From an optimization exercise on the open Yosys and OpenROAD flow, aimed at small area, a short achievable clock period and few clock cycles per item; shortcuts taken in it are not production practice.
The RTL was checked by simulation tests, not by an equivalence proof against the original design.
Power is estimated from default activity; no workload was simulated.

==> flow/design.v (outline; a module is shown in full before it is edited, if it fits) <==
// module eots_unit: 50 lines
// module eots_sq: 220 lines
// module eots_mul: 340 lines
// module eased_overlay_transition_sequencer_core: 365 lines
module eased_overlay_transition_sequencer_core (
   input  wire                       clock,
   input  wire                       reset,
   input  wire                       req_tvalid,
   output logic                      req_tready,
   input  wire  [15:0]               req_tdata,    
   input  wire  [6:0]                req_tuser,    
   output logic                      rsp_tvalid,
   input  wire                       rsp_tready,
   output logic [eots_pkg::RSP_W-1:0] rsp_tdata,
   input  wire                       csr_write_enable,
   input  wire  [1:0]                csr_index,
   input  wire  [16:0]               csr_wdata
);
  // ...
==> flow/run.sh <==
#!/bin/bash
# synth_recipe.tcl (not shown) runs the flow's synth.tcl, then flattens the netlist and writes it again
# the make line also repeats each setting of config.mk as NAME=value (left out here)
make -C /OpenROAD-flow-scripts/flow DESIGN_CONFIG=/design/flow/config.mk WORK_HOME=/design/flow/orfs CLKGATE_MAP_FILE= SYNTH_SCRIPT=/design/flow/synth_recipe.tcl finish
==> flow/config.mk <==
export PLATFORM = sky130hd
export DESIGN_NAME = eased_overlay_transition_sequencer_core
export DESIGN_NICKNAME = eased_overlay_transition_sequencer_core
export VERILOG_FILES = /design/flow/design.v
export SDC_FILE = /design/flow/constraint.sdc
export NUM_CORES = 4
export LEC_CHECK = 0
export CAP_MARGIN = 20
export CORE_MARGIN = 2
export CORE_UTILIZATION = 40
export CTS_BUF_LIST = sky130_fd_sc_hd__clkbuf_4
export PLACE_DENSITY = 0.6
export SETUP_SLACK_MARGIN = 3.5
export SLEW_MARGIN = 20
==> flow/constraint.sdc <==
create_clock -name core_clock -period 8.0 [get_ports {clock}]
set_input_delay 1.6000 -clock core_clock [delete_from_list [all_inputs] [get_ports {clock}]]
set_output_delay 1.6000 -clock core_clock [all_outputs]
set_load 0.01 [all_outputs]
==> metrics.md, run 1 <==
| Metric | Value |
|---|---|
| Vias | 22776 |
| Most flop-heavy register | dl_ff |
| DR pass1 iterations | 5 |
| Area occupied by multi-input gates | 19270 um2 |
| DRT iter0 DRCs | 1306 |
| Seq/total area | 27.93% |
| Final period utilization | 61.70% |
| Comb group | 0.00656 W |
| Hold Crit Class | reg2reg |
| Post-synthesis simple-gate area fraction | 18.16% |
| Largest fanout on the critical path | 6 |
| Overall die area | 76850 um2 |
| Arr. time, crit path | 5540 ps |
| Seq power | 0.00295 W |
| Power in the clock group | 0.00189 W |
| Post-synth EDFFs | 220 |
| Clock Sinks | 393 |
| Setup crit start | qx_ff[1]$_SDFFCE_PP0P_ |
| Status | no timing/DRC/antenna violations |
| CP endpoint kind | register |
| Critical path class | reg2reg |
| Net Sw Power | 0.004720 W |
| Startpoint type of the worst setup path | register |
| Area grow syn2layout | 20.74% |
| R2r setup slk | 3060 ps |
| Vias per cell | 5.158 |
| Delay-heaviest family, CP | adder cells |
| Critical path depth in cells | 15 |
| Final Hold Vio Count | 0 |
| Area leader, netlist | edfxtp_1 |
Testbench counts, summed over its fixed seeds: cycles 7,504, items 7,142.
==> run 2: changes to the inputs <==
--- a/flow/config.mk
+++ b/flow/config.mk
@@ -7,8 +7,8 @@
 export LEC_CHECK = 0
 export CAP_MARGIN = 20
 export CORE_MARGIN = 2
-export CORE_UTILIZATION = 40
+export CORE_UTILIZATION = 60
 export CTS_BUF_LIST = sky130_fd_sc_hd__clkbuf_4
-export PLACE_DENSITY = 0.6
+export PLACE_DENSITY = 0.75
 export SETUP_SLACK_MARGIN = 3.5
 export SLEW_MARGIN = 20
==> run 2 against run 1 <==
Effect of this change:
- still clean
- sequential power is essentially flat
- power grew 2.7%
- cell area shrank 0.91%
- routed wire length shrank 1.6%
- maximum frequency grew 0.48%
- non-clock buffer count grew 2
- critical endpoint is now y2_ff[8]$_DFFE_PN_
- largest power group unchanged
==> metrics.md, run 2 <==
| Metric | Value |
|---|---|
| Status | no timing/DRC/antenna violations |
| Post-Synthesis Net Count | 3562 |
| CP cell instances | buf_6, nand2_2, fa_1, inv_1, fa_1, inv_1, fa_1, inv_1, fa_1, ha_4, a221oi_2, o21ai_1, a31oi_2, o32ai_4, buf_4, a31oi_4, o21bai_1, buf_4, xor2_1 |
| GRT overflow | 0 |
| Total power | 0.01170 W |
| Clock Sinks | 393 (unchanged) |
| Final WL | 77.19 mm |
| DRT iter0 DRCs | 1681 (+29%) |
| Skew final | 61.28 ps |
| Setup Total Neg Slack | 0 ps |
| Max-cap viol count | 0 |
| Die Y | 227.1 um |
| Pwr dens | 327.6 nW/um2 |
| Synth Register Bits | 393 |
| Vias | 23500 (+3.2%) |
| Drt wl/cell | 18.82 um |
| Setup ws final | 3088 ps |
| DRT antenna net count | 0 |
| Overall die area | 51570 um2 (-33%) |
| Crit path top cell by count | fa_1 |
| Critical Path RT | 8580 ps |
| Number of port buffers | 136 |
| R2r worst-path depth | 19 |
| Worst-skew pair later-pin latency | 870 ps |
| Delay-heaviest family, CP | adder cells |
| Row cnt | 81 |
| Int Pwr | 0.006808 W |
| Vias in the first global route | 24429 |
| CP max stage cell | fa_1 |
| Startpoint type of the worst setup path | register |
| Total CTS buffers | 104 |
| Largest fanout on the critical path | 4 (-2) |
| VDD IR max | 0.3454 mV |
| Dpl hpwl | 54.20 mm |
| Net Sw Frac | 41.83% |
| Seq pwr share | 25.1% |
| Fin nets | 3832 |
| Worst path max stage delay | 510 ps |
| Largest net degree at the start of global routing | 94 |
| Clk root buf | clkbuf_4 |
| Slew headroom | 31.17% |
| Synth top area share | 22.12% |
| Asr flop ratio synth | 0% |
| Cts hold-fix bufs | 0 |
| Fmax achieved | 203.6 MHz |
| Clock power share | 15.6% |
| Max reg flops | 24 |
| Vias per cell | 5.729 (+11%) |
| Die Wd | 227.1 um |
| DR pass1 iterations | 6 (+1) |
| WP buf/inv | 6 |
| Core ar. | 49050 um2 |
| First-pass GRT wire length | 123.3 mm |
| Htree depth | 3 |
| Clock-pin slew on the worst setup and hold paths | 60 ps |
| CP endpoint kind | register |
| Synthesized area per cell | 9.688 um2 |
| HP Start | u_unit.quo[15]$_SDFFCE_PP0P_ |
| CTS tree | yes |
| RSZ-0062 raised after global routing | yes |
| Final period utilization | 61.41% (-0.30 points) |
| Post-synth top flop | edfxtp_1 |
| Area leader, netlist | edfxtp_1 |
| Final GP Congestion | 0.8989 |
| Net Sw Power | 0.004895 W (+3.7%) |
| Starting Density | 60.87% |
| Seq/Total Area, Yosys | 33.72% |
| Worst slew pin tran | 1032 ps |
| Initial antenna violation count | 1 |
| Final critical-path required period | 4912 ps |
| Hold WS | 406.9 ps |
| Most flop-heavy register | dl_ff |
| Arr. time, crit path | 5490 ps (-50 ps) |
| Endpoints failing setup | 0 |
| Synth Cell Area | 29860 um2 |
| Post-synth EDFFs | 220 (unchanged) |
| Most frequent cells in the layout | nand2_1, inv_1, and2_1 |
| Hold endpoint | qinc_ff[15]$_DFFE_PP_ |
| Critical path class | reg2reg |
| Post-synth cell types | 83 |
| R2r setup slk | 3090 ps (+20 ps) |
| Area grow syn2layout | 19.64% |
| Worst Hold Path Cells | 0 |
| Ports | 137 |
| Synth warn | 3 |
| Fraction of layout cells with a size suffix above 1 | 16.98% |
| Synth Instances | 3082 |
| DRC | 0 |
| Pins Over Slew Limit | 0 |
| Worst r2r src | qx_ff[11]$_SDFFCE_PP0P_ |
| Synth top area cells | edfxtp_1, fa_1, dfxtp_1, ha_1, and2_1 |
| CTS max path bufs | 3 |
| Hold Crit Class | reg2reg |
| Setup WS pre-CTS | 2569 ps |
| Final Hold Vio Count | 0 (unchanged) |
| Gr usage total | 30.30% |
| Leak | 15.24 nW |
| Count leader, synth | nand2_1 |
| Most common cell after layout, fill and taps aside | nand2_1 |
| Gate power share | 59.3% |
| Critical R2R Capture | y2_ff[8]$_DFFE_PN_ |
| Synth top cells by count | nand2_1, inv_1, and2_1, fa_1, edfxtp_1 |
-- run 2: worst reg2reg max path: stages (launching register included) --
cell and delay [ps]:
edfxtp_1 500, buf_6 150, nand2_2 50, fa_1 500, inv_1 50, fa_1 480
inv_1 50, fa_1 500, inv_1 50, fa_1 510, ha_4 220, a221oi_2 270
o21ai_1 130, a31oi_2 300, o32ai_4 160, buf_4 180, a31oi_4 160, o21bai_1 100
buf_4 140, xor2_1 130
-- run 2: how the worst max path moves through the flow --
| stage | startpoint | end | slack (ps) | cells past startpoint |
|---|---|---|---|---|
| after global routing | qx_ff[11]$_SDFFCE_PP0P_ | y2_ff[8]$_DFFE_PN_ | 2950 | 19 |
| after global placement | rsp_tready | qinc_ff[0]$_DFFE_PP_ | 2670 | 7 |
| after floorplan | negf2_ff$_DFFE_PN_ | pg3_ff[3]$_DFFE_PN_ | 3280 | 16 |
| after CTS | qx_ff[9]$_SDFFCE_PP0P_ | y2_ff[14]$_DFFE_PN_ | 3170 | 14 |
| after detailed placement | rsp_tready | qinc_ff[0]$_DFFE_PP_ | 2570 | 7 |
| final | qx_ff[11]$_SDFFCE_PP0P_ | y2_ff[8]$_DFFE_PN_ | 3090 | 19 |
-- run 2: cells by family after synthesis --
logic type	after synthesis	share of synthesized area [%]
flip-flops	393	33.72
XOR/XNOR	176	5.162
AND/OR/NAND/NOR	1073	18.16
buffers and inverters	435	5.531
multiplexers	59	2.145
adder cells (fa/ha/maj)	433	24.03
AO/OA/AOI/OAI	513	11.26
-- run 2: routing by layer --
metal | up-vias | wire length (um) | track usage [%] | share of wire, %
li1 | 11040 | - | - | -
met1 | 11416 | 30860 | 37.07 | 40
met2 | 837 | 38390 | 52.63 | 50
met3 | 207 | 4765 | 5.498 | 6.2
met4 | 0 | 3177 | 13.01 | 4.1
met5 | - | 0 | 0 | 0
-- run 2: power groups by stage --
stage	sequential (W)	clock [W]	combinational, W
2_1_floorplan	0.00283	0	0.00446
3_3_place_gp	0.00295	0	0.00547
3_5_place_dp	0.00296	0	0.00566
4_1_cts	0.00293	0.00186	0.00644
5_1_grt	0.00296	0.00196	0.00765
6_report	0.00294	0.00182	0.00694
-- run 2: timing repair --
item | CTS | global route
gates resized for setup | 109 | 94
setup buffers | 122 | 27
cloned | 6 | 1
pin swaps | 66 | 66
setup endpoints to repair | 76 | 90
-- run 2: through the flow --
step                area, um2  cells  utilization, %
floorplan               30310   3082               -
global placement        31930   3754           65.09
detailed placement      31930   3754           65.09
CTS                     35060   4070           71.48
global route            35720   4099           72.82
finish                  35730   4102           72.83
-- run 2: cell type report --
cell class                      instances  area (um2)
Sequential cell                       393       10070
Antenna cell                            4       10.01
Timing Repair Buffer                  307        2953
Clock inverter                         25       156.4
Clock buffer                          163        1224
Multi-Input combinational cell       2255       19380
Inverter                              291        1101
Fill cell                            3557       13330
Tap cell                              664       830.8
==> run 3: changes to the inputs <==
--- a/flow/config.mk
+++ b/flow/config.mk
@@ -7,8 +7,8 @@
 export LEC_CHECK = 0
 export CAP_MARGIN = 20
 export CORE_MARGIN = 2
-export CORE_UTILIZATION = 60
+export CORE_UTILIZATION = 70
 export CTS_BUF_LIST = sky130_fd_sc_hd__clkbuf_4
-export PLACE_DENSITY = 0.75
-export SETUP_SLACK_MARGIN = 3.5
+export PLACE_DENSITY = 0.85
+export SETUP_SLACK_MARGIN = 3.8
 export SLEW_MARGIN = 20
==> run 3 against run 2 <==
Effect of this change:
- still clean on timing, DRC and antenna
- register-to-register slack got worse by 140 ps
- clock power rose by 5%
- first-iteration DRC count rose by 69%
- count of clock-buffer cells in the layout fell by 17
- combinational power rose by 12%
- synthesized cell count did not move
- sequential cell count did not move
- die area fell by 14%
- hold slack improved by 7.8 ps
- cell area rose by 1.1%
==> metrics.md, run 3 <==
| Metric | Value |
|---|---|
| Status | no timing/DRC/antenna violations |
| Pins Over Slew Limit | 0 (unchanged) |
| DRT antenna net count | 0 (unchanged) |
| Fmax achieved | 197.9 MHz (-2.8%) |
| Clock Sinks | 393 (unchanged) |
| Total CTS buffers | 102 (-1.9%) |
| Synth top cells by count | nand2_1, inv_1, and2_1, fa_1, edfxtp_1 |
| Worst Hold Path Cells | 2 (+2) |
| Final Hold Vio Count | 0 (unchanged) |
| Clk root buf | clkbuf_4 |
| RSZ-0062 raised after global routing | yes |
| Vias per cell | 6.415 (+12%) |
| Post-synth cell types | 83 (unchanged) |
| CTS tree | yes |
| Slew headroom | 32.28% (+1.1 points) |
| Drt wl/cell | 22.71 um (+21%) |
| Post-synth EDFFs | 220 (unchanged) |
| Synth Cell Area | 29860 um2 (unchanged) |
| Endpoints failing setup | 0 (unchanged) |
| Fraction of layout cells with a size suffix above 1 | 17.99% (+1.0 points) |
| Post-synth top flop | edfxtp_1 |
| Arr. time, crit path | 5650 ps (+160 ps) |
| CP endpoint kind | register |
| Most flop-heavy register | dl_ff |
| R2r worst-path depth | 16 (-3) |
| Hold endpoint | dl_ff[4][2]$_SDFFE_PP1N_ |
| Fill cells | 2083 (-41%) |
| Ports | 137 (unchanged) |
| Leak | 15.44 nW (+1.4%) |
| Most common cell after layout, fill and taps aside | nand2_1 |
| Delay-heaviest family, CP | adder cells |
| Hold Crit Class | reg2reg |
| Critical path class | reg2reg |
| Setup Total Neg Slack | 0 ps (unchanged) |
| First-pass GRT wire length | 131.7 mm (+6.8%) |
| Area grow syn2layout | 20.91% |
| Total power | 0.01265 W (+8.1%) |
| Critical path depth in cells | 16 (-3) |
| Synthesized area per cell | 9.688 um2 (unchanged) |
| R2r setup slk | 2950 ps (-140 ps) |
| Synth Instances | 3082 (unchanged) |
| CP cell instances | buf_6, buf_6, nand2_1, fa_1, fa_1, inv_1, fa_1, fa_1, ha_1, inv_1, or3_4, o32ai_4, nand4_1, nand3_2, a31oi_4, xor2_1 |
| Final critical-path required period | 5054 ps (+141.6 ps) |
| Startpoint type of the worst setup path | register |
| Synth warn | 3 (unchanged) |
| Skew final | 88.81 ps (+27.53 ps) |
| HP Start | dl_ff[3][2]$_SDFFE_PP1N_ |
| Clock-pin slew on the worst setup and hold paths | 70 ps (about the same) |
| Final period utilization | 63.18% (+1.8 points) |
| Fin nets | 3852 (+0.52%) |
| Synth top area cells | edfxtp_1, fa_1, dfxtp_1, ha_1, and2_1 |
| Htree depth | 3 (unchanged) |
| Setup ws final | 2946 ps (-141.6 ps) |
| Synth Register Bits | 393 (unchanged) |
| Initial antenna violation count | 3 (+2) |
| Metal-1 WL | 32.09 mm (+4.0%) |
| Critical Path RT | 8600 ps (+20 ps) |
| Pwr dens | 350.4 nW/um2 (+7.0%) |
| CP max stage cell | fa_1 |
| Core ar. | 42040 um2 (-14%) |
| Die Wd | 210.5 um (-7.3%) |
| Post-Synthesis Net Count | 3562 (unchanged) |
| WP buf/inv | 4 (-2) |
| Largest net degree at the start of global routing | 93 (-1.1%) |
| Final GP Congestion | 0.9607 (+6.9%) |
| DR pass1 iterations | 6 (unchanged) |
| Worst path max stage delay | 540 ps (+30 ps) |
| Final WL | 90.83 mm (+18%) |
| WL met3 | 8.525 mm (+79%) |
| Starting Density | 71.03% (+10 points) |
| Row cnt | 75 (-7.4%) |
| DRC | 0 (unchanged) |
| Hold WS | 414.7 ps (+7.793 ps) |
| Asr flop ratio synth | 0% (unchanged) |
| Overall die area | 44330 um2 (-14%) |
| Largest fanout on the critical path | 4 (unchanged) |
| Vias | 25660 (+9.2%) |
| Synth top area share | 22.12% (unchanged) |
| Worst r2r src | qx_ff[2]$_SDFFCE_PP0P_ |
| Worst-skew pair later-pin latency | 870 ps (about the same) |
| Vias in the first global route | 25493 (+4.4%) |
| Worst slew pin tran | 1008 ps (-24.40 ps) |
| Critical R2R Capture | y2_ff[14]$_DFFE_PN_ |
| Count leader, synth | nand2_1 |
| Cts hold-fix bufs | 0 (unchanged) |
| GRT overflow | 0 (unchanged) |
| Max layer used | met4 |
| Die Y | 210.5 um (-7.3%) |
| Crit path top cell by count | fa_1 |
| Number of port buffers | 136 (unchanged) |
| VDD IR max | 0.4224 mV (+22%) |
| Most frequent cells in the layout | nand2_1, inv_1, and2_1 |
| Max-cap viol count | 0 (unchanged) |
| CTS max path bufs | 3 (unchanged) |
| Seq/Total Area, Yosys | 33.72% (unchanged) |
| Area leader, netlist | edfxtp_1 |
| Met2 wire len | 43.96 mm (+15%) |
| Max reg flops | 24 (unchanged) |
| DRT iter0 DRCs | 2833 (+69%) |
| Dpl hpwl | 54.71 mm (+0.93%) |
| Gr usage total | 37.82% (+7.5 points) |
| Setup WS pre-CTS | 2541 ps (-27.26 ps) |
==> run 3: cell counts after synthesis <==
No cell type changed its count.
==> run 3: cell families after synthesis <==
group / share of synthesized area (%)
xor+xnor: 5.162
buf+inv: 5.531
mux: 2.145
fa+ha+maj: 24.03
compound gates: 11.26
flops: 33.72
simple gates: 18.16
==> run 3: final cells by class <==
class | count | area, um2 | share of cell area, %
Antenna cell | 4 | 10.01 | 0.02772
Clock buffer | 146 | 1096 | 3.036
Multi-Input combinational cell | 2257 | 19650 | 54.43
Tap cell | 539 | 674.4 | 1.868
Inverter | 291 | 1096 | 3.036
Sequential cell | 393 | 10070 | 27.89
Timing Repair Buffer | 327 | 3191 | 8.837
Clock inverter | 43 | 316.6 | 0.8768
==> run 3: per-layer routing <==
metal	global-route usage (%)	up-vias
met4	20.64	0
met5	0	-
met1	44.81	12426
met2	64.57	1659
li1	-	11070
met3	8.075	505
==> run 3: worst reg2reg max path, stage by stage, from the launching register on <==
cell	delay (ps)
edfxtp_1	520
buf_6	180
buf_6	100
nand2_1	70
fa_1	450
fa_1	510
inv_1	60
fa_1	540
fa_1	460
ha_1	340
inv_1	110
or3_4	420
o32ai_4	350
nand4_1	270
nand3_2	180
a31oi_4	110
xor2_1	170
==> run 3: worst max-delay path by stage <==
| stage | endpoint | slack [ps] | startpoint |
|---|---|---|---|
| final | y2_ff[14]$_DFFE_PN_ | 2950 | qx_ff[2]$_SDFFCE_PP0P_ |
| after floorplan | pg3_ff[3]$_DFFE_PN_ | 3280 | negf2_ff$_DFFE_PN_ |
| after CTS | pp3_ff[3]$_DFFE_PN_ | 3070 | negf2_ff$_DFFE_PN_ |
| after detailed placement | pg3_ff[3]$_DFFE_PN_ | 2540 | negf2_ff$_DFFE_PN_ |
| after global placement | qinc_ff[0]$_DFFE_PP_ | 2710 | rsp_tready |
| after global routing | y2_ff[4]$_DFFE_PN_ | 2860 | qx_ff[2]$_SDFFCE_PP0P_ |
==> run 3: where the power goes <==
group / total [W] / internal [W] / switching (W)
registers: 0.00297 / 0.00264 / 0.000327
logic: 0.00776 / 0.00346 / 0.00430
clock network: 0.00192 / 0.00101 / 0.000914
==> run 3: stage by stage <==
stage                     instance area, um2  instances  utilization, %
after floorplan                        30370       3082               -
after global placement                 31840       3629           75.73
after detailed placement               31840       3629           75.73
after CTS                              35110       3934           83.52
after global routing                   36100       3998           85.87
final                                  36100       4000           85.88
==> run 3: repair_timing <==
action                     CTS  global route
setup endpoints to repair  130            60
pin swaps                   87            89
cloned                       8             3
gates resized for setup    152           107
buffers inserted           108            59
==> module eots_unit, before the edit <==
module eots_unit (
   input  wire         clock,
   input  wire         reset,
   input  wire         start,      
   input  wire  [15:0] len,
   output logic [15:0] len_q,      
   output logic [15:0] quo,        
   output logic [15:0] rem         
);
   logic [2:0] cnt_ff;
   function automatic logic [31:0] div_step(input logic [15:0] r, input logic [15:0] q,
                                            input logic [15:0] d);
      logic [16:0] r2;
      logic [17:0] t;
      r2 = {r, 1'b0};
      t  = {1'b0, r2} - {2'b00, d};
      if (!t[17]) div_step = {t[15:0], q[14:0], 1'b1};
      else        div_step = {r2[15:0], q[14:0], 1'b0};
   endfunction
   logic [31:0] s1, s2;
   logic [15:0] l_rem, l_quo;
   always_comb begin
      s1 = div_step(rem, quo, len_q);
      s2 = div_step(s1[31:16], s1[15:0], len_q);
   end
   always_comb begin
      if (len[15:3] != 13'd0 || len[2:0] >= 3'd5) begin
         l_rem = 16'd4; l_quo = 16'd0;
      end else if (len[2:0] == 3'd2) begin
         l_rem = 16'd0; l_quo = 16'd2;
      end else if (len[2:0] == 3'd3) begin
         l_rem = 16'd1; l_quo = 16'd1;
      end else begin
         l_rem = 16'd0; l_quo = 16'd1;
      end
   end
   always_ff @(posedge clock) begin
      if (start) begin
         len_q <= len;
         rem   <= l_rem;
         quo   <= l_quo;
      end else if (cnt_ff != 3'd0) begin
         rem <= s2[31:16];
         quo <= s2[15:0];
      end
      if (reset)      cnt_ff <= 3'd0;
      else if (start) cnt_ff <= 3'd7;
      else if (cnt_ff != 3'd0) cnt_ff <= cnt_ff - 3'd1;
   end
endmodule
==> module eased_overlay_transition_sequencer_core, before the edit <==
module eased_overlay_transition_sequencer_core (
   input  wire                       clock,
   input  wire                       reset,
   input  wire                       req_tvalid,
   output logic                      req_tready,
   input  wire  [15:0]               req_tdata,    
   input  wire  [6:0]                req_tuser,    
   output logic                      rsp_tvalid,
   input  wire                       rsp_tready,
   output logic [eots_pkg::RSP_W-1:0] rsp_tdata,
   input  wire                       csr_write_enable,
   input  wire  [1:0]                csr_index,
   input  wire  [16:0]               csr_wdata
);
   localparam int PW = eots_pkg::PW;
   localparam logic [PW-1:0] ONE = eots_pkg::ONE;
   localparam int DL = 8;
   localparam logic [2:0] T_TICK     = 3'd0;
   localparam logic [2:0] T_CLOSE    = 3'd1;
   localparam logic [2:0] T_OPEN     = 3'd2;
   localparam logic [2:0] T_COMPLETE = 3'd3;
   localparam logic [2:0] T_CANCEL   = 3'd4;
   localparam logic [2:0] T_NOP      = 3'd5;
   localparam logic [2:0] T_EMPTY    = 3'd7;
   localparam logic [2:0] U_KEEP     = 3'd0;    
   localparam logic [2:0] U_OPEN     = 3'd1;    
   localparam logic [2:0] U_CLOSE    = 3'd2;    
   localparam logic [2:0] U_CANCEL   = 3'd3;    
   localparam logic [2:0] U_COMPLETE = 3'd4;    
   localparam logic [2:0] U_TICK     = 3'd5;    
   localparam logic [2:0] U_LAST     = 3'd6;    
   localparam logic [2:0] U_EMPTY    = 3'd7;    
   logic [11:0] scr_w_ff, scr_h_ff;
   logic [16:0] acap_ff;                     
   logic        rsp_valid_ff;
   logic        adv;
   logic        req_fire;
   logic        req_start;
   logic        nxt_busy_ff;
   logic [2:0]  dl_ff [DL];
   logic [2:0]  req_tok;
   logic [15:0] div_len, div_quo, div_rem;
   logic [3:0]  nxt_kind_ff;
   logic [1:0]  phase_ff;
   logic [3:0]  kind_ff;
   logic [15:0] qinc_ff;      
   logic [15:0] rinc_ff;      
   logic [16:0] rdec_ff;      
   logic        imm_ff;       
   logic [14:0] qx_ff;        
   logic        qh_ff;        
   logic [15:0] q_cur;
   logic [16:0] e_ff;         
   logic [2:0]  u1_ff;
   logic        open1_ff;
   logic [2:0]  u2_ff;
   logic [3:0]  kind2_ff;
   logic [11:0] scr2_ff;      
   logic [15:0] y2_ff;        
   logic        nege2_ff;     
   logic        negf2_ff;     
   logic [2:0]  u3_ff;
   logic [3:0]  kind3_ff;
   logic [15:0] y3_ff;
   logic        nege3_ff;
   logic        negf3_ff;
   logic [10:0] pa3_ff;       
   logic [10:0] pb3_ff;
   logic [3:0]  pg3_ff;       
   logic [3:0]  pp3_ff;
   logic [1:0]  o_phase_ff;
   logic [16:0] o_prog_ff, o_alpha_ff;
   logic [12:0] o_x_ff, o_y_ff;
   logic [11:0] o_w_ff, o_h_ff;
   logic        o_done_ff;
   assign adv        = !rsp_valid_ff || rsp_tready;
   assign req_start  = (req_tuser[2:0] == eots_pkg::ACT_CLOSE) ||
                       (req_tuser[2:0] == eots_pkg::ACT_OPEN);
   assign req_tready = adv && !(nxt_busy_ff && req_start);
   assign req_fire   = req_tvalid && req_tready && !reset;
   always_comb begin
      unique case (req_tuser[2:0])
         eots_pkg::ACT_TICK:     req_tok = T_TICK;
         eots_pkg::ACT_CLOSE:    req_tok = T_CLOSE;
         eots_pkg::ACT_OPEN:     req_tok = T_OPEN;
         eots_pkg::ACT_COMPLETE: req_tok = T_COMPLETE;
         eots_pkg::ACT_CANCEL:   req_tok = T_CANCEL;
         default:                req_tok = T_NOP;
      endcase
   end
   always_ff @(posedge clock) begin
      if (reset) begin
         scr_w_ff <= eots_pkg::SCREEN_W_RST;
         scr_h_ff <= eots_pkg::SCREEN_H_RST;
         acap_ff  <= ONE;
      end else if (csr_write_enable) begin
         unique case (csr_index)
            eots_pkg::CSR_SCREEN_W:   scr_w_ff <= csr_wdata[11:0];
            eots_pkg::CSR_SCREEN_H:   scr_h_ff <= csr_wdata[11:0];
            eots_pkg::CSR_BASE_ALPHA: acap_ff  <= csr_wdata[16] ? ONE : csr_wdata;
            default: begin
            end
         endcase
      end
   end
   always_ff @(posedge clock) begin
      if (reset) begin
         for (int i = 0; i < DL; i++) dl_ff[i] <= T_EMPTY;
      end else if (adv) begin
         dl_ff[0] <= req_fire ? req_tok : T_EMPTY;
         for (int i = 1; i < DL; i++) dl_ff[i] <= dl_ff[i-1];
      end
   end
   logic div_start;
   assign div_start = req_fire && req_start;
   eots_unit u_unit (
      .clock (clock),
      .reset (reset),
      .start (div_start),
      .len   (req_tdata),
      .len_q (div_len),
      .quo   (div_quo),
      .rem   (div_rem)
   );
   always_ff @(posedge clock) begin
      if (div_start) nxt_kind_ff <= req_tuser[6:3];
   end
   logic [2:0]  tok;
   logic        active;
   logic        c_step;
   logic [17:0] q_sum2;
   logic [16:0] q_sum;
   logic        tick_done;
   logic        apply;
   logic [16:0] rdec_new;
   assign tok       = dl_ff[DL-1];
   assign active    = (phase_ff == eots_pkg::PH_OPENING) || (phase_ff == eots_pkg::PH_CLOSING);
   assign c_step    = !e_ff[16];
   assign q_cur     = {qh_ff, qx_ff ^ {15{qh_ff}}};
   assign q_sum2    = {1'b0, q_cur, 1'b1} + {1'b0, qinc_ff, c_step};
   assign q_sum     = q_sum2[17:1];
   assign tick_done = imm_ff || q_sum[16];
   assign apply     = adv && ((tok == T_OPEN) || (tok == T_CLOSE));
   assign rdec_new  = {1'b0, div_rem} - {1'b0, div_len};
   always_ff @(posedge clock) begin
      if (reset) nxt_busy_ff <= 1'b0;
      else if (div_start) nxt_busy_ff <= 1'b1;
      else if (apply) nxt_busy_ff <= 1'b0;
   end
   always_ff @(posedge clock) begin
      if (reset) begin
         phase_ff <= eots_pkg::PH_IDLE;
         kind_ff  <= eots_pkg::KIND_FADE;
         u1_ff    <= U_EMPTY;
         open1_ff <= 1'b0;
      end else if (adv) begin
         open1_ff <= (phase_ff == eots_pkg::PH_OPENING);
         unique case (tok)
            T_TICK: begin
               if (!active) begin
                  u1_ff <= U_KEEP;
               end else if (tick_done) begin
                  u1_ff    <= U_LAST;
                  phase_ff <= eots_pkg::PH_COMPLETED;
               end else begin
                  u1_ff <= U_TICK;
               end
            end
            T_CLOSE: begin
               phase_ff <= eots_pkg::PH_CLOSING;
               kind_ff  <= nxt_kind_ff;
               u1_ff    <= U_CLOSE;
            end
            T_OPEN: begin
               phase_ff <= eots_pkg::PH_OPENING;
               kind_ff  <= nxt_kind_ff;
               u1_ff    <= U_OPEN;
            end
            T_COMPLETE: begin
               phase_ff <= eots_pkg::PH_COMPLETED;
               u1_ff    <= U_COMPLETE;
            end
            T_CANCEL: begin
               phase_ff <= eots_pkg::PH_IDLE;
               u1_ff    <= U_CANCEL;
            end
            T_NOP: begin
               u1_ff <= U_KEEP;
            end
            default: begin
               u1_ff <= U_EMPTY;
            end
         endcase
      end
   end
   always_ff @(posedge clock) begin
      if (adv) begin
         if (tok == T_OPEN || tok == T_CLOSE) begin
            qinc_ff <= div_quo;
            rinc_ff <= div_rem;
            rdec_ff <= rdec_new;
            imm_ff  <= (div_len[15:1] == 15'd0);
            qx_ff   <= 15'd0;
            qh_ff   <= 1'b0;
            e_ff    <= rdec_new;
         end else if (tok == T_TICK && active) begin
            qx_ff <= tick_done ? 15'd0 : (q_sum[14:0] ^ {15{q_sum[15]}});
            qh_ff <= q_sum[15] && !tick_done;
            e_ff <= e_ff + (c_step ? rdec_ff : {1'b0, rinc_ff});
         end
      end
   end
   logic        last1;
   logic [14:0] sq_x;
   logic        sq_hi;
   logic        nege;
   logic [15:0] sq_y;
   assign last1 = (u1_ff == U_LAST);
   assign sq_x  = qx_ff;
   assign sq_hi = qh_ff;
   assign nege  = qh_ff || last1;
   eots_sq u_sq (
      .x  (sq_x),
      .hi (sq_hi),
      .y  (sq_y)
   );
   always_ff @(posedge clock) begin
      if (reset) begin
         u2_ff <= U_EMPTY;
         u3_ff <= U_EMPTY;
      end else if (adv) begin
         u2_ff <= u1_ff;
         u3_ff <= u2_ff;
      end
   end
   always_ff @(posedge clock) begin
      if (adv) begin
         kind2_ff <= kind_ff;
         scr2_ff  <= ((kind_ff == eots_pkg::KIND_SLIDE_U) || (kind_ff == eots_pkg::KIND_SLIDE_D))
                     ? scr_h_ff : scr_w_ff;
         y2_ff    <= sq_y;
         nege2_ff <= nege;
         negf2_ff <= nege ^ open1_ff;
      end
   end
   logic [11:0] scr_s;
   logic [15:0] mul_t;
   logic [11:0] s_px;
   assign scr_s = scr2_ff;
   assign mul_t = y2_ff ^ {16{negf2_ff}};
   logic [26:0] mul_ra, mul_rb;
   logic [3:0]  mul_g, mul_p;
   eots_mul u_mul (
      .a   (scr_s),
      .t   (mul_t),
      .neg (negf2_ff),
      .ra  (mul_ra),
      .rb  (mul_rb)
   );
   always_comb begin
      for (int g = 0; g < 4; g++) begin
         logic [4:0] ns;
         ns       = {1'b0, mul_ra[4*g +: 4]} + {1'b0, mul_rb[4*g +: 4]};
         mul_g[g] = ns[4];
         mul_p[g] = (ns[3:0] == 4'hF);
      end
   end
   always_ff @(posedge clock) begin
      if (adv) begin
         kind3_ff <= kind2_ff;
         y3_ff    <= y2_ff;
         nege3_ff <= nege2_ff;
         negf3_ff <= negf2_ff;
         pa3_ff   <= mul_ra[26:16];
         pb3_ff   <= mul_rb[26:16];
         pg3_ff   <= mul_g;
         pp3_ff   <= mul_p;
      end
   end
   logic        c16;
   logic [11:0] s3;
   assign c16 = pg3_ff[3] || (pp3_ff[3] && (pg3_ff[2] || (pp3_ff[2] && (pg3_ff[1] ||
                (pp3_ff[1] && pg3_ff[0])))));
   assign s3  = 12'({1'b0, pa3_ff} + {1'b0, pb3_ff} + {11'd0, c16});
   logic [16:0] y_ext, y_cmp, eased, eff;
   logic        s_neg;
   logic [11:0] scr_s3;
   logic [12:0] diff;
   logic [13:0] diff2;
   logic        tick3;
   always_comb begin
      y_ext  = {1'b0, y3_ff};
      y_cmp  = ONE - y_ext;
      eased  = nege3_ff ? y_cmp : y_ext;
      eff    = negf3_ff ? y_cmp : y_ext;
      s_neg  = (kind3_ff == eots_pkg::KIND_SLIDE_L) || (kind3_ff == eots_pkg::KIND_SLIDE_U);
      scr_s3 = ((kind3_ff == eots_pkg::KIND_SLIDE_U) || (kind3_ff == eots_pkg::KIND_SLIDE_D))
               ? scr_h_ff : scr_w_ff;
      diff2  = {13'(s3) ^ {13{!s_neg}}, 1'b1} + {13'(scr_s3) ^ {13{s_neg}}, 1'b1};
      diff   = diff2[13:1];
      tick3  = (u3_ff == U_TICK) || (u3_ff == U_LAST);
   end
   always_ff @(posedge clock) begin
      if (reset) begin
         rsp_valid_ff <= 1'b0;
         o_phase_ff   <= eots_pkg::PH_IDLE;
         o_prog_ff    <= '0;
         o_alpha_ff   <= ONE;
         o_x_ff       <= 13'd0;
         o_y_ff       <= 13'd0;
         o_w_ff       <= eots_pkg::SCREEN_W_RST;
         o_h_ff       <= eots_pkg::SCREEN_H_RST;
         o_done_ff    <= 1'b0;
      end else if (adv) begin
         rsp_valid_ff <= (u3_ff != U_EMPTY);
         unique case (u3_ff)
            U_KEEP:     begin o_done_ff <= 1'b0; end
            U_OPEN:     begin o_done_ff <= 1'b0; o_phase_ff <= eots_pkg::PH_OPENING; end
            U_CLOSE:    begin o_done_ff <= 1'b0; o_phase_ff <= eots_pkg::PH_CLOSING; end
            U_CANCEL:   begin o_done_ff <= 1'b0; o_phase_ff <= eots_pkg::PH_IDLE; end
            U_COMPLETE: begin o_done_ff <= 1'b1; o_phase_ff <= eots_pkg::PH_COMPLETED; end
            U_TICK:     begin o_done_ff <= 1'b0; end
            U_LAST:     begin o_done_ff <= 1'b1; o_phase_ff <= eots_pkg::PH_COMPLETED; end
            default: begin
            end
         endcase
         unique case (u3_ff)
            U_OPEN, U_CLOSE, U_CANCEL: o_prog_ff <= '0;
            U_COMPLETE:                o_prog_ff <= ONE;
            U_TICK, U_LAST:            o_prog_ff <= eased;
            default: begin
            end
         endcase
         if (tick3) begin
            unique case (kind3_ff)
               eots_pkg::KIND_FADE, eots_pkg::KIND_CIRCLE_A, eots_pkg::KIND_CIRCLE_B: begin
                  o_alpha_ff <= eff;
               end
               eots_pkg::KIND_SLIDE_L, eots_pkg::KIND_SLIDE_R: begin
                  o_x_ff     <= diff;
                  o_y_ff     <= 13'd0;
                  o_alpha_ff <= acap_ff;
               end
               eots_pkg::KIND_SLIDE_U, eots_pkg::KIND_SLIDE_D: begin
                  o_x_ff     <= 13'd0;
                  o_y_ff     <= diff;
                  o_alpha_ff <= acap_ff;
               end
               eots_pkg::KIND_WIPE_L, eots_pkg::KIND_WIPE_R: begin
                  o_w_ff     <= s3;
                  o_h_ff     <= scr_h_ff;
                  o_x_ff     <= (kind3_ff == eots_pkg::KIND_WIPE_R) ? diff : 13'd0;
                  o_y_ff     <= 13'd0;
                  o_alpha_ff <= acap_ff;
               end
               default: begin
               end
            endcase
         end
      end
   end
   assign rsp_tvalid = rsp_valid_ff;
   assign rsp_tdata  = {o_done_ff, (o_phase_ff != eots_pkg::PH_IDLE), o_h_ff, o_w_ff,
                        o_y_ff, o_x_ff, o_alpha_ff, o_prog_ff, o_phase_ff};
endmodule
==> run 4: changes to the inputs <==
--- a/flow/design.v
+++ b/flow/design.v
@@ -75,14 +75,28 @@
       s2 = div_step(s1[31:16], s1[15:0], len_q);
    end
    always_comb begin
-      if (len[15:3] != 13'd0 || len[2:0] >= 3'd5) begin
-         l_rem = 16'd4; l_quo = 16'd0;
-      end else if (len[2:0] == 3'd2) begin
-         l_rem = 16'd0; l_quo = 16'd2;
-      end else if (len[2:0] == 3'd3) begin
-         l_rem = 16'd1; l_quo = 16'd1;
-      end else begin
-         l_rem = 16'd0; l_quo = 16'd1;
+      l_rem = 16'd16;
+      l_quo = 16'd0;
+      if (len[15:5] == 11'd0) begin
+         unique case (len[4:0])
+            5'd2:  begin l_quo = 16'd8; l_rem = 16'd0; end
+            5'd3:  begin l_quo = 16'd5; l_rem = 16'd1; end
+            5'd4:  begin l_quo = 16'd4; l_rem = 16'd0; end
+            5'd5:  begin l_quo = 16'd3; l_rem = 16'd1; end
+            5'd6:  begin l_quo = 16'd2; l_rem = 16'd4; end
+            5'd7:  begin l_quo = 16'd2; l_rem = 16'd2; end
+            5'd8:  begin l_quo = 16'd2; l_rem = 16'd0; end
+            5'd9:  begin l_quo = 16'd1; l_rem = 16'd7; end
+            5'd10: begin l_quo = 16'd1; l_rem = 16'd6; end
+            5'd11: begin l_quo = 16'd1; l_rem = 16'd5; end
+            5'd12: begin l_quo = 16'd1; l_rem = 16'd4; end
+            5'd13: begin l_quo = 16'd1; l_rem = 16'd3; end
+            5'd14: begin l_quo = 16'd1; l_rem = 16'd2; end
+            5'd15: begin l_quo = 16'd1; l_rem = 16'd1; end
+            5'd16: begin l_quo = 16'd1; l_rem = 16'd0; end
+            default: begin
+            end
+         endcase
       end
    end
    always_ff @(posedge clock) begin
@@ -95,7 +109,7 @@
          quo <= s2[15:0];
       end
       if (reset)      cnt_ff <= 3'd0;
-      else if (start) cnt_ff <= 3'd7;
+      else if (start) cnt_ff <= 3'd6;
       else if (cnt_ff != 3'd0) cnt_ff <= cnt_ff - 3'd1;
    end
 endmodule
@@ -679,7 +693,7 @@
 );
    localparam int PW = eots_pkg::PW;
    localparam logic [PW-1:0] ONE = eots_pkg::ONE;
-   localparam int DL = 8;
+   localparam int DL = 7;
    localparam logic [2:0] T_TICK     = 3'd0;
    localparam logic [2:0] T_CLOSE    = 3'd1;
    localparam logic [2:0] T_OPEN     = 3'd2;
--- a/flow/config.mk
+++ b/flow/config.mk
@@ -7,8 +7,8 @@
 export LEC_CHECK = 0
 export CAP_MARGIN = 20
 export CORE_MARGIN = 2
-export CORE_UTILIZATION = 70
+export CORE_UTILIZATION = 60
 export CTS_BUF_LIST = sky130_fd_sc_hd__clkbuf_4
-export PLACE_DENSITY = 0.85
-export SETUP_SLACK_MARGIN = 3.8
+export PLACE_DENSITY = 0.75
+export SETUP_SLACK_MARGIN = 3.5
 export SLEW_MARGIN = 20
==> run 4 against run 3 <==
Effect of this change:
- synthesized cell count increased by 0.68%
- register-to-register slack improved by 150 ps
- maximum frequency increased by 3.1%
- clock skew decreased by 11 ps
- cell area decreased by 0.15%
- combinational power decreased by 14%
- core utilization decreased by 12 points
- routed wire length decreased by 12%
- setup slack improved by 150 ps
- area after synthesis about the same
==> metrics.md, run 4 <==
| Metric | Value |
|---|---|
| Core ar. | 49050 um2 (+17%) |
| Synth warn | 3 (unchanged) |
| Post-synth cell types | 91 (+9.6%) |
| Clk root buf | clkbuf_4 |
| Synth Register Bits | 390 (-0.76%) |
| R2r setup slk | 3100 ps (+150 ps) |
| Worst slew pin tran | 961.5 ps (-46.55 ps) |
| Largest fanout on the critical path | 7 (+3) |
| Crit path top cell by count | fa_1 |
| RSZ-0062 raised after global routing | yes |
| Vias per cell | 5.790 (-9.7%) |
| Pins Over Slew Limit | 0 (unchanged) |
| First-pass GRT wire length | 123.9 mm (-5.9%) |
| Synth top area cells | edfxtp_1, fa_1, dfxtp_1, ha_1, and2_1 |
| Worst path max stage delay | 560 ps (+20 ps) |
| FF/Latch Area | 10010 um2 (-0.60%) |
| Skew final | 77.49 ps (-11.32 ps) |
| Fin nets | 3896 (+1.1%) |
| Htree depth | 3 (unchanged) |
| Initial antenna violation count | 2 (-1) |
| Pwr dens | 320.1 nW/um2 (-8.7%) |
| Critical Path RT | 8610 ps (about the same) |
| VDD IR max | 0.2941 mV (-30%) |
| Slew headroom | 35.41% (+3.1 points) |
| Clock Sinks | 390 (-0.76%) |
| Ports | 137 (unchanged) |
| CP cell instances | buf_6, buf_12, xor2_4, buf_6, and2_4, fa_2, fa_1, inv_1, fa_1, fa_1, fa_1, inv_1, ha_4, fa_2, a21o_1, a21o_1 |
| Setup Total Neg Slack | 0 ps (unchanged) |
| Vias | 24128 (-6.0%) |
| Largest net degree at the start of global routing | 85 (-8.6%) |
| Die Y | 227.1 um (+7.8%) |
| Leak | 15.38 nW (-0.37%) |
| Drt wl/cell | 19.10 um (-16%) |
| Most common cell after layout, fill and taps aside | nand2_1 |
| Dpl hpwl | 54.49 mm (-0.39%) |
| Area occupied by multi-input gates | 19450 um2 (-1.0%) |
| Most flop-heavy register | dl_ff |
| Max reg flops | 21 (-13%) |
| Synth Instances | 3103 (+0.68%) |
| Status | no timing/DRC/antenna violations |
| Clock-pin slew on the worst setup and hold paths | 90 ps (+20 ps) |
| Post-Synthesis Net Count | 3588 (+0.73%) |
| Worst-skew pair later-pin latency | 870 ps (about the same) |
| Endpoints failing setup | 0 (unchanged) |
| DR pass1 iterations | 6 (unchanged) |
| Synth Cell Area | 29850 um2 (about the same) |
| Total CTS buffers | 104 (+2.0%) |
| Row cnt | 81 (+8.0%) |
| CP endpoint kind | register |
| Critical path class | reg2reg |
| Post-synth top flop | edfxtp_1 |
| Arr. time, crit path | 5510 ps (-140 ps) |
| Final critical-path required period | 4903 ps (-151.1 ps) |
| Overall die area | 51550 um2 (+16%) |
| Fmax achieved | 204.0 MHz (+3.1%) |
| Placed Area | 31770 um2 (-0.20%) |
| Synth top area share | 22.13% (about the same) |
| Die Wd | 227.1 um (+7.8%) |
| Post-synth EDFFs | 220 (unchanged) |
| CTS tree | yes |
| DRT antenna net count | 0 (unchanged) |
| Max-cap viol count | 0 (unchanged) |
| Synthesized area per cell | 9.620 um2 (-0.70%) |
| DRC | 0 (unchanged) |
| Critical R2R Capture | pg3_ff[3]$_DFFE_PN_ |
| Worst r2r src | negf2_ff$_DFFE_PN_ |
| Asr flop ratio synth | 0% (unchanged) |
| Count leader, synth | nand2_1 |
| Synth top cells by count | nand2_1, inv_1, and2_1, fa_1, edfxtp_1 |
| WP buf/inv | 5 (+1) |
| Seq/Total Area, Yosys | 33.53% (-0.19 points) |
| Number of port buffers | 136 (unchanged) |
| Vias in the first global route | 24237 (-4.9%) |
| Post-route cell area | 36050 um2 (-0.15%) |
| DRT iter0 DRCs | 1683 (-41%) |
| Area leader, netlist | edfxtp_1 |
| Most frequent cells in the layout | nand2_1, inv_1, and2_1 |
| CTS max path bufs | 3 (unchanged) |
| Critical path depth in cells | 16 (unchanged) |
| Delay-heaviest family, CP | adder cells |
| Hold Crit Class | reg2reg |
| Gr usage total | 30.74% (-7.1 points) |
| Area grow syn2layout | 20.76% |
| Setup crit end | pg3_ff[3]$_DFFE_PN_ |
| Setup crit start | negf2_ff$_DFFE_PN_ |
| Fraction of layout cells with a size suffix above 1 | 18.02% (+0.031 points) |
| Startpoint type of the worst setup path | register |
| Final period utilization | 61.29% (-1.9 points) |
| Fill cells | 3520 (+69%) |
| Final Hold Vio Count | 0 (unchanged) |
| Starting Density | 60.86% (-10 points) |
| Final GP Congestion | 0.9234 (-3.9%) |
| Final WL | 79.57 mm (-12%) |
| CP max stage cell | fa_1 |
| GRT overflow | 0 (unchanged) |
| R2r worst-path depth | 16 (unchanged) |
| Cts hold-fix bufs | 0 (unchanged) |
run 4: per-layer routing:
layer	up-vias	part of all wire (%)	routed length, um	track usage (%)
met5	-	0.021	17	0
met4	2	4.0	3172	12.73
met3	247	6.4	5098	6.131
met2	869	50	39750	53.49
met1	11871	40	31540	37.41
li1	11139	-	-	-
run 4: through the flow:
stage	setup WS, ps	instances	utilization (%)	power (W)	hold WS (ps)
final	3097	4167	73.49	0.01154	410.0
after global routing	2964	4166	73.49	0.01243	419.7
after CTS	3128	4098	71.36	0.01084	383.9
after detailed placement	1905	3784	64.77	0.008344	405.2
after global placement	2123	3784	64.77	0.008120	401.8
after floorplan	3190	3103	-	0.006990	400.3
run 4: worst min-delay path by stage:
| stage | startpoint | endpoint | slack, ps | cells past startpoint |
|---|---|---|---|---|
| 3_3_place_gp | kind2_ff[3]$_DFFE_PN_ | kind3_ff[3]$_DFFE_PN_ | 400 | 0 |
| 6_report | u_unit.quo[13]$_SDFFCE_PP0P_ | qinc_ff[13]$_DFFE_PP_ | 410 | 0 |
| 3_5_place_dp | kind2_ff[0]$_DFFE_PN_ | kind3_ff[0]$_DFFE_PN_ | 410 | 0 |
| 2_1_floorplan | kind2_ff[0]$_DFFE_PN_ | kind3_ff[0]$_DFFE_PN_ | 400 | 0 |
| 5_1_grt | kind2_ff[1]$_DFFE_PN_ | kind3_ff[1]$_DFFE_PN_ | 420 | 0 |
| 4_1_cts | u_unit.quo[13]$_SDFFCE_PP0P_ | qinc_ff[13]$_DFFE_PP_ | 380 | 0 |
run 4: power by group:
part | switching (W) | internal [W]
sequential | 0.000283 | 0.00258
clock | 0.000877 | 0.00110
combinational | 0.00368 | 0.00302
total | 0.00484 | 0.00670
run 4: cells by family (layout without fill, tap and decap cells):
| logic type | count (synthesis) | count (layout) | share of synthesized area [%] |
|---|---|---|---|
| flip-flops | 390 | 390 | 33.53 |
| buffers and inverters | 436 | 831 | 5.587 |
| adder cells (fa/ha/maj) | 438 | 438 | 24.24 |
| other | 0 | 2 | 0 |
| XOR/XNOR | 167 | 167 | 4.946 |
| AO/OA/AOI/OAI | 537 | 538 | 11.56 |
| AND/OR/NAND/NOR | 1078 | 1080 | 18.06 |
| multiplexers | 57 | 57 | 2.070 |
run 4: final cells by class:
type | instances | area share (%)
multi-input cells | 2280 | 53.95
flip-flops and latches | 390 | 27.77
repair buffers | 338 | 8.667
clock buffers | 150 | 3.124
inverters | 297 | 3.099
well taps | 664 | 2.305
clock inverters | 46 | 1.076
diodes | 2 | 0.01388
run 4: worst register-to-register path, cell delays in order (launching register included):
cell	delay, ps
edfxtp_1	520
buf_6	180
buf_12	140
xor2_4	170
buf_6	150
and2_4	150
fa_2	360
fa_1	530
inv_1	60
fa_1	560
fa_1	440
fa_1	510
inv_1	70
ha_4	160
fa_2	350
a21o_1	170
a21o_1	170
run 4: repair_timing:
| action | 4_1_cts | 5_1_grt |
|---|---|---|
| setup buffers | 115 | 67 |
| cloned | 3 | 0 |
| pin swaps | 80 | 109 |
| endpoints found under the setup margin | 57 | 46 |
| resized for setup | 131 | 129 |
Testbench counts of run 4, summed over its fixed seeds: cycles 7,468, items 7,142.
==> run 5: changes to the inputs <==
==> flow/flow/run.sh (new file) <==
#!/bin/bash
# The standard layout, with the port buffers made of the smallest buffer cell.
set -euo pipefail
export BUFFER_PORTS_ARGS="-buffer_cell sky130_fd_sc_hd__buf_1"
bash standard.sh > standard.log 2>&1
==> flow/standard.sh (new file) <==
#!/bin/bash
# synth_recipe.tcl (not shown) runs the flow's synth.tcl, then flattens the netlist and writes it again
# the make line also repeats each setting of config.mk as NAME=value (left out here)
make -C /OpenROAD-flow-scripts/flow DESIGN_CONFIG=/design/flow/config.mk WORK_HOME=/design/flow/orfs CLKGATE_MAP_FILE= SYNTH_SCRIPT=/design/flow/synth_recipe.tcl "${@:-finish}"
--- a/flow/config.mk
+++ b/flow/config.mk
@@ -12,3 +12,4 @@
 export PLACE_DENSITY = 0.75
 export SETUP_SLACK_MARGIN = 3.5
 export SLEW_MARGIN = 20
+export TNS_END_PERCENT = 10
removed: flow/run.sh
==> run 5 against run 4 <==
Effect of this change:
- clock skew down 12 ps
- global-route usage down 1.3 points
- critical path depth unchanged
- critical path type unchanged
==> metrics.md, run 5 <==
| Metric | Value |
|---|---|
| Status | no timing/DRC/antenna violations |
| Post-Synthesis Net Count | 3588 (unchanged) |
| Largest fanout on the critical path | 6 (-1) |
| Area leader, netlist | edfxtp_1 |
| Worst-skew pair later-pin latency | 870 ps (about the same) |
| Post-synth top flop | edfxtp_1 |
| Most frequent cells in the layout | nand2_1, inv_1, and2_1 |
| Htree depth | 3 (unchanged) |
| Seq pwr share | 26.0% (+1.2 points) |
| Leak | 14.56 nW (-5.4%) |
| CP endpoint kind | register |
| Vias in the first global route | 23572 (-2.7%) |
| Startpoint type of the worst setup path | register |
| Arr. time, crit path | 5540 ps (+30 ps) |
| Synthesized area per cell | 9.620 um2 (unchanged) |
| Synth Cell Area | 29850 um2 (unchanged) |
| Asr flop ratio synth | 0% (unchanged) |
| Number of port buffers | 136 (unchanged) |
| Int Pwr | 0.006250 W (-6.7%) |
| DRT antenna net count | 0 (unchanged) |
| Count leader, synth | nand2_1 |
| Synth warn | 3 (unchanged) |
| Final Hold Vio Count | 0 (unchanged) |
| Post-synth EDFFs | 220 (unchanged) |
| Setup ws final | 3020 ps (-77.33 ps) |
| DR pass1 iterations | 6 (unchanged) |
| Gate power share | 58.0% (about the same) |
| FF/Latch Area | 10010 um2 (unchanged) |
| Post-synth cell types | 91 (unchanged) |
| Clock-pin slew on the worst setup and hold paths | 70 ps (-20 ps) |
| Synth top area share | 22.13% (unchanged) |
| DRT iter0 DRCs | 1675 (-0.48%) |
| Clock power share | 16.0% (-1.1 points) |
| Final WL | 76.32 mm (-4.1%) |
| Overall die area | 51550 um2 (unchanged) |
| Starting Density | 60.86% (unchanged) |
| Synth Instances | 3103 (unchanged) |
| Pins Over Slew Limit | 0 (unchanged) |
| Max-cap viol count | 0 (unchanged) |
| Clk root buf | clkbuf_4 |
| Fmax achieved | 200.8 MHz (-1.6%) |
| Initial antenna violation count | 1 (-1) |
| Drt wl/cell | 18.64 um (-2.4%) |
| Fin nets | 3832 (-1.6%) |
| Net Sw Frac | 43.03% (+1.1 points) |
| Synth top cells by count | nand2_1, inv_1, and2_1, fa_1, edfxtp_1 |
| CTS tree | yes |
| Setup Total Neg Slack | 0 ps (unchanged) |
| Total power | 0.01097 W (-4.9%) |
| Hold WS | 417.9 ps (+7.948 ps) |
| Final period utilization | 62.25% (+0.97 points) |
| First-pass GRT wire length | 119.7 mm (-3.4%) |
| Most common cell after layout, fill and taps aside | nand2_1 |
| Synth top area cells | edfxtp_1, fa_1, dfxtp_1, ha_1, and2_1 |
| Endpoints failing setup | 0 (unchanged) |
| Row cnt | 81 (unchanged) |
| Vias | 23602 (-2.2%) |
| VDD IR max | 0.2419 mV (-18%) |
| Area grow syn2layout | 14.13% |
| Core ar. | 49050 um2 (unchanged) |
| Skew final | 65.01 ps (-12.47 ps) |
| Vias per cell | 5.765 (-0.44%) |
| Final critical-path required period | 4980 ps (+77.33 ps) |
| Max reg flops | 21 (unchanged) |
| Gr usage total | 29.47% (-1.3 points) |
| Fill cells | 3791 (+7.7%) |
| Most flop-heavy register | dl_ff |
| Die Wd | 227.1 um (unchanged) |
| Critical path class | reg2reg |
| Net Sw Power | 0.004721 W (-2.4%) |
| Fraction of layout cells with a size suffix above 1 | 14.23% (-3.8 points) |
| Area occupied by multi-input gates | 19100 um2 (-1.8%) |
| Clock Sinks | 390 (unchanged) |
| Largest net degree at the start of global routing | 113 (+33%) |
| R2r setup slk | 3020 ps (-80 ps) |
| Final GP Congestion | 0.9545 (+3.4%) |
| Pwr dens | 322.0 nW/um2 (+0.60%) |
| Hold Crit Class | reg2reg |
| Total CTS buffers | 102 (-1.9%) |
| Cts hold-fix bufs | 0 (unchanged) |
| CTS max path bufs | 3 (unchanged) |
| Critical Path RT | 8560 ps (-50 ps) |
| Setup WS pre-CTS | 2181 ps (+275.3 ps) |
| Worst slew pin tran | 1101 ps (+139.0 ps) |
| RSZ-0062 raised after global routing | yes |
| Seq/Total Area, Yosys | 33.53% (unchanged) |
| Die Y | 227.1 um (unchanged) |
| Dpl hpwl | 54.33 mm (-0.31%) |
| Ports | 137 (unchanged) |
| GRT overflow | 0 (unchanged) |
| Synth Register Bits | 390 (unchanged) |
| Slew headroom | 26.43% (-9.0 points) |
| DRC | 0 (unchanged) |
==> run 5: cell families after synthesis <==
logic type,after synthesis,synth area share (%)
flip-flops,390,33.53
buffers and inverters,436,5.587
AND/OR/NAND/NOR,1078,18.06
AO/OA/AOI/OAI,537,11.56
adder cells (fa/ha/maj),438,24.24
XOR/XNOR,167,4.946
multiplexers,57,2.070
==> run 5: worst paths after layout <==
kind | endpoint | cells past startpoint | from
worst max-delay path | pg3_ff[3]$_DFFE_PN_ | 16 | negf2_ff$_DFFE_PN_
worst min-delay path | qinc_ff[10]$_DFFE_PP_ | 0 | u_unit.quo[10]$_SDFFCE_PP0P_
worst max register to register | pg3_ff[3]$_DFFE_PN_ | 16 | negf2_ff$_DFFE_PN_
worst min register to register | qinc_ff[10]$_DFFE_PP_ | 0 | u_unit.quo[10]$_SDFFCE_PP0P_
==> run 5: power by group through the flow <==
stage                     clock network, W  registers, W  logic, W
after global placement                   0       0.00286   0.00523
after CTS                          0.00179       0.00284   0.00563
after global routing               0.00189       0.00288   0.00705
final                              0.00176       0.00285   0.00636
after floorplan                          0       0.00276   0.00417
after detailed placement                 0       0.00287   0.00541
==> run 5: cell type report <==
| cell class | count | area share, % |
|---|---|---|
| Antenna cell | 1 | 0.007345 |
| Clock buffer | 144 | 3.173 |
| Clock inverter | 42 | 0.6977 |
| Inverter | 297 | 3.283 |
| Multi-Input combinational cell | 2279 | 56.07 |
| Sequential cell | 390 | 29.38 |
| Tap cell | 664 | 2.438 |
| Timing Repair Buffer | 277 | 4.950 |
==> run 5: routing by layer <==
metal	vias to the layer above	share of wire, %	global-route usage [%]
li1	10988	-	-
met2	931	49	50.67
met5	-	0	0
met1	11488	41	37.32
met4	0	3.6	11.03
met3	195	6.4	5.176
==> run 5: critical path, cell delays in order, from the launching register on <==
cell and delay (ps):
edfxtp_1 420, buf_6 160, buf_12 120, clkbuf_16 150, xor2_4 170, and2_4 180, fa_1 500, inv_2 40
fa_1 550, fa_1 440, fa_1 490, fa_1 510, inv_2 60, ha_4 160, fa_2 400, a21o_1 200
a21o_1 160
==> run 5: metrics by stage <==
stage | cells | instance area [um2] | util (%)
2_1_floorplan | 3103 | 29860 | -
3_3_place_gp | 3787 | 30850 | 62.90
3_5_place_dp | 3787 | 30850 | 62.90
4_1_cts | 4038 | 33070 | 67.41
5_1_grt | 4094 | 34070 | 69.46
6_report | 4094 | 34070 | 69.46
==> run 5: timing repair <==
item | CTS | global route
setup buffers | 64 | 52
resized for setup | 58 | 114
setup endpoints to repair | 51 | 52
pin swaps | 21 | 60
cloned | 1 | 3
endpoints found under the hold margin | 0 | 0
==> run 6: changes to the inputs <==
--- a/flow/config.mk
+++ b/flow/config.mk
@@ -12,4 +12,3 @@
 export PLACE_DENSITY = 0.75
 export SETUP_SLACK_MARGIN = 3.5
 export SLEW_MARGIN = 20
-export TNS_END_PERCENT = 10
==> run 6 against run 5 <==
Effect of this change:
- still clean
- cell area is 1.5% higher
- sequential share of layout area fell by 0.43 points
- maximum frequency is 3.0% higher
- critical endpoint is now pp3_ff[3]$_DFFE_PN_
- highest routed layer unchanged
==> metrics.md, run 6 <==
| Metric | Value |
|---|---|
| Status | no timing/DRC/antenna violations |
| Area grow syn2layout | 15.81% |
| Largest fanout on the critical path | 8 (+2) |
| Vias | 23864 (+1.1%) |
| DR pass1 iterations | 9 (+3) |
| Max-cap viol count | 0 (unchanged) |
| Synth top cells by count | nand2_1, inv_1, and2_1, fa_1, edfxtp_1 |
| CTS max path bufs | 3 (unchanged) |
| Vias per cell | 5.798 (+0.57%) |
| Row cnt | 81 (unchanged) |
| Drt wl/cell | 19.09 um (+2.4%) |
| Final GP Congestion | 0.9084 (-4.8%) |
| Fin nets | 3849 (+0.44%) |
| Die Wd | 227.1 um (unchanged) |
| DRC | 0 (unchanged) |
| Synth warn | 3 (unchanged) |
| Fmax achieved | 206.7 MHz (+3.0%) |
| Core ar. | 49050 um2 (unchanged) |
| Die Y | 227.1 um (unchanged) |
| Hold WS | 409.9 ps (-8.016 ps) |
| Synth Instances | 3103 (unchanged) |
| Post-synth cell types | 91 (unchanged) |
| Htree depth | 3 (unchanged) |
| Slew headroom | 30.88% (+4.4 points) |
| Starting Density | 60.86% (unchanged) |
| Most frequent cells in the layout | nand2_1, inv_1, and2_1 |
| Gr usage total | 30.17% (+0.71 points) |
| Seq/Total Area, Yosys | 33.53% (unchanged) |
| CP endpoint kind | register |
| VDD IR max | 0.2879 mV (+19%) |
| Post-synth top flop | edfxtp_1 |
| R2r worst-path depth | 17 (+1) |
| Area leader, netlist | edfxtp_1 |
| Count leader, synth | nand2_1 |
| Worst-skew pair later-pin latency | 890 ps (+20 ps) |
| Net Sw Frac | 42.81% (-0.22 points) |
| Final critical-path required period | 4837 ps (-143.2 ps) |
| Dpl hpwl | 53.92 mm (-0.75%) |
| Post-synth EDFFs | 220 (unchanged) |
| Int Pwr | 0.006223 W (-0.44%) |
| Total CTS buffers | 106 (+3.9%) |
| Setup Total Neg Slack | 0 ps (unchanged) |
| Seq pwr share | 26.3% (+0.3 points) |
| Pins Over Slew Limit | 0 (unchanged) |
| Fill cells | 3720 (-1.9%) |
| Leak | 14.74 nW (+1.3%) |
| Startpoint type of the worst setup path | register |
| Critical path class | reg2reg |
| Clk root buf | clkbuf_4 |
| Most common cell after layout, fill and taps aside | nand2_1 |
| Post-Synthesis Net Count | 3588 (unchanged) |
| GRT overflow | 0 (unchanged) |
| Clock power share | 16.2% (+0.2 points) |
| Synth Cell Area | 29850 um2 (unchanged) |
| Endpoints failing setup | 0 (unchanged) |
| DRT antenna net count | 0 (unchanged) |
| Critical Path RT | 8630 ps (+70 ps) |
| Initial antenna violation count | 2 (+1) |
| CTS tree | yes |
| Worst slew pin tran | 1034 ps (-66.56 ps) |
| Most flop-heavy register | dl_ff |
| Final period utilization | 60.46% (-1.8 points) |
| Clock-pin slew on the worst setup and hold paths | 70 ps (about the same) |
| Synth top area share | 22.13% (unchanged) |
| Net Sw Power | 0.004659 W (-1.3%) |
| Synthesized area per cell | 9.620 um2 (unchanged) |
| Overall die area | 51550 um2 (unchanged) |
| Synth top area cells | edfxtp_1, fa_1, dfxtp_1, ha_1, and2_1 |
| Fraction of layout cells with a size suffix above 1 | 15.93% (+1.7 points) |
| First-pass GRT wire length | 122.4 mm (+2.2%) |
| Final Hold Vio Count | 0 (unchanged) |
| Max reg flops | 21 (unchanged) |
| Gate power share | 57.5% (-0.5 points) |
| Hold Crit Class | reg2reg |
| Skew final | 84.34 ps (+19.33 ps) |
| Final WL | 78.56 mm (+2.9%) |
| Vias in the first global route | 24064 (+2.1%) |
| DRT iter0 DRCs | 1836 (+9.6%) |
| RSZ-0062 raised after global routing | yes |
| Synth Register Bits | 390 (unchanged) |
| Worst Hold Path Cells | 2 (+2) |
| Asr flop ratio synth | 0% (unchanged) |
| Number of port buffers | 136 (unchanged) |
| Ports | 137 (unchanged) |
| Pwr dens | 314.7 nW/um2 (-2.3%) |
| Largest net degree at the start of global routing | 90 (-20%) |
| Clock Sinks | 390 (unchanged) |
| Arr. time, crit path | 5470 ps (-70 ps) |
-- run 6: cell types whose count changed in the layout (fill, tap and decap cells not counted), moves of 5 or more --
cell	change
clkinv_2	-7
o21ai_1	+7
nor2_2	+5
nand2_1	-6
buf_6	+14
o21ai_0	-7
buf_4	-8
nor2_1	-6
clkbuf_4	+8
and2_1	-14
and2_4	+14
-- run 6: path summary, 6_finish.rpt --
kind / startpoint / to / slack [ps]
worst max-delay path: negf2_ff$_DFFE_PN_ / pp3_ff[3]$_DFFE_PN_ / 3160
worst min-delay path: u2_ff[1]$_SDFFE_PP1N_ / u3_ff[1]$_SDFFE_PP1N_ / 410
worst max register to register: negf2_ff$_DFFE_PN_ / pp3_ff[3]$_DFFE_PN_ / 3160
worst min register to register: u2_ff[1]$_SDFFE_PP1N_ / u3_ff[1]$_SDFFE_PP1N_ / 410
-- run 6: final cells by class --
type | count | area [um2] | share of cell area (%)
inverters | 297 | 1117 | 3.232
multi-input cells | 2280 | 19370 | 56.02
flip-flops and latches | 390 | 10010 | 28.95
well taps | 664 | 830.8 | 2.403
repair buffers | 289 | 1904 | 5.508
diodes | 5 | 12.51 | 0.03619
clock buffers | 152 | 1141 | 3.301
clock inverters | 39 | 187.7 | 0.5429
-- run 6: power by group through the flow --
stage | logic (W) | registers, W | clock network [W]
6_report | 0.00625 | 0.00286 | 0.00177
2_1_floorplan | 0.00423 | 0.00276 | 0
5_1_grt | 0.00694 | 0.00289 | 0.00192
3_5_place_dp | 0.00541 | 0.00287 | 0
3_3_place_gp | 0.00523 | 0.00286 | 0
4_1_cts | 0.00579 | 0.00285 | 0.00181
-- run 6: per-stage QoR --
stage | cells | power [W] | util (%) | setup WS (ps) | area (um2)
6_report | 4116 | 0.01088 | 70.48 | 3163 | 34570
5_1_grt | 4116 | 0.01175 | 70.48 | 2991 | 34570
4_1_cts | 4081 | 0.01044 | 68.98 | 3139 | 33840
3_5_place_dp | 3783 | 0.008286 | 63.05 | 2361 | 30930
3_3_place_gp | 3783 | 0.008086 | 63.05 | 2546 | 30930
2_1_floorplan | 3103 | 0.006990 | - | 3190 | 30060
-- run 6: cells by family after synthesis --
group	after synthesis	synth area share, %
XOR/XNOR	167	4.946
adder cells (fa/ha/maj)	438	24.24
flip-flops	390	33.53
AO/OA/AOI/OAI	537	11.56
buffers and inverters	436	5.587
AND/OR/NAND/NOR	1078	18.06
multiplexers	57	2.070
-- run 6: per-layer routing --
layer | part of all wire, % | track usage (%) | up-vias | wire length [um]
met1 | 40 | 37.66 | 11653 | 31520
met2 | 50 | 52.06 | 917 | 39190
met4 | 3.6 | 12.04 | 0 | 2846
li1 | - | - | 11060 | -
met5 | 0 | 0 | - | 0
met3 | 6.4 | 5.472 | 234 | 5001
-- run 6: what timing repair did --
action	in CTS	in global routing
hold endpoints to repair	0	0
gates resized for setup	119	110
buffers inserted	104	28
gates cloned	3	2
pin swaps	91	64
hold buffers	0	0
setup endpoints to repair	52	46
-- run 6: worst max-delay path, stage by stage (launching register included) --
cell and delay [ps]:
edfxtp_1 430, buf_6 150, buf_16 170, xor2_4 170
buf_12 140, and2_4 150, fa_1 550, inv_2 50
fa_1 460, fa_1 490, inv_1 50, fa_1 470
fa_1 590, ha_1 250, a21o_1 170, a21oi_2 150
xor2_1 160, nor2_1 50

static timing again, ports no longer ideal:
In the flow no input, the clock included, has a driving cell. The finished layouts below were timed again as built, in two steps. Step 1 sets driving cells, clkbuf_16 on the clock port and buf_2 on the other inputs (assumed; they add their load-dependent delay and slew). Step 2 also shifts input and output timing later by t, the mid clock arrival at the registers, as if the neighbouring blocks saw the same clock. Three values: ideal ports, drivers, drivers and shift; two values: the first two.
| run | t, ns | setup slack, ns | hold WS [ns] | worst data-port slew with drivers (ns) | cell pins on the clock port's net |
|---|---|---|---|---|---|
| run 1 | 0.906 | 3.064 / 3.064 / 2.829 | 0.417 / 0.417 / 0.417 | 0.06 | 1 |
| run 2 | 0.897 | 3.088 / 3.088 / 2.847 | 0.407 / 0.407 / 0.407 | 0.05 | 1 |
| run 3 | 0.880 | 2.946 / 2.946 / 2.946 | 0.415 / 0.415 / 0.415 | 0.11 | 1 |
| run 4 | 0.895 | 3.097 / 3.097 / 2.875 | 0.410 / 0.410 / 0.410 | 0.05 | 1 |
| run 5 | 0.891 | 3.020 / 3.020 / 2.958 | 0.418 / 0.418 / 0.418 | 0.07 | 1 |
| run 6 | 0.898 | 3.163 / 3.163 / 3.004 | 0.410 / 0.410 / 0.410 | 0.05 | 1 |
After both steps every run listed still meets setup and hold. For run 2, which loses most, drivers alone change the setup slack by 0.000 ns; drivers and shift together by -0.241 ns.
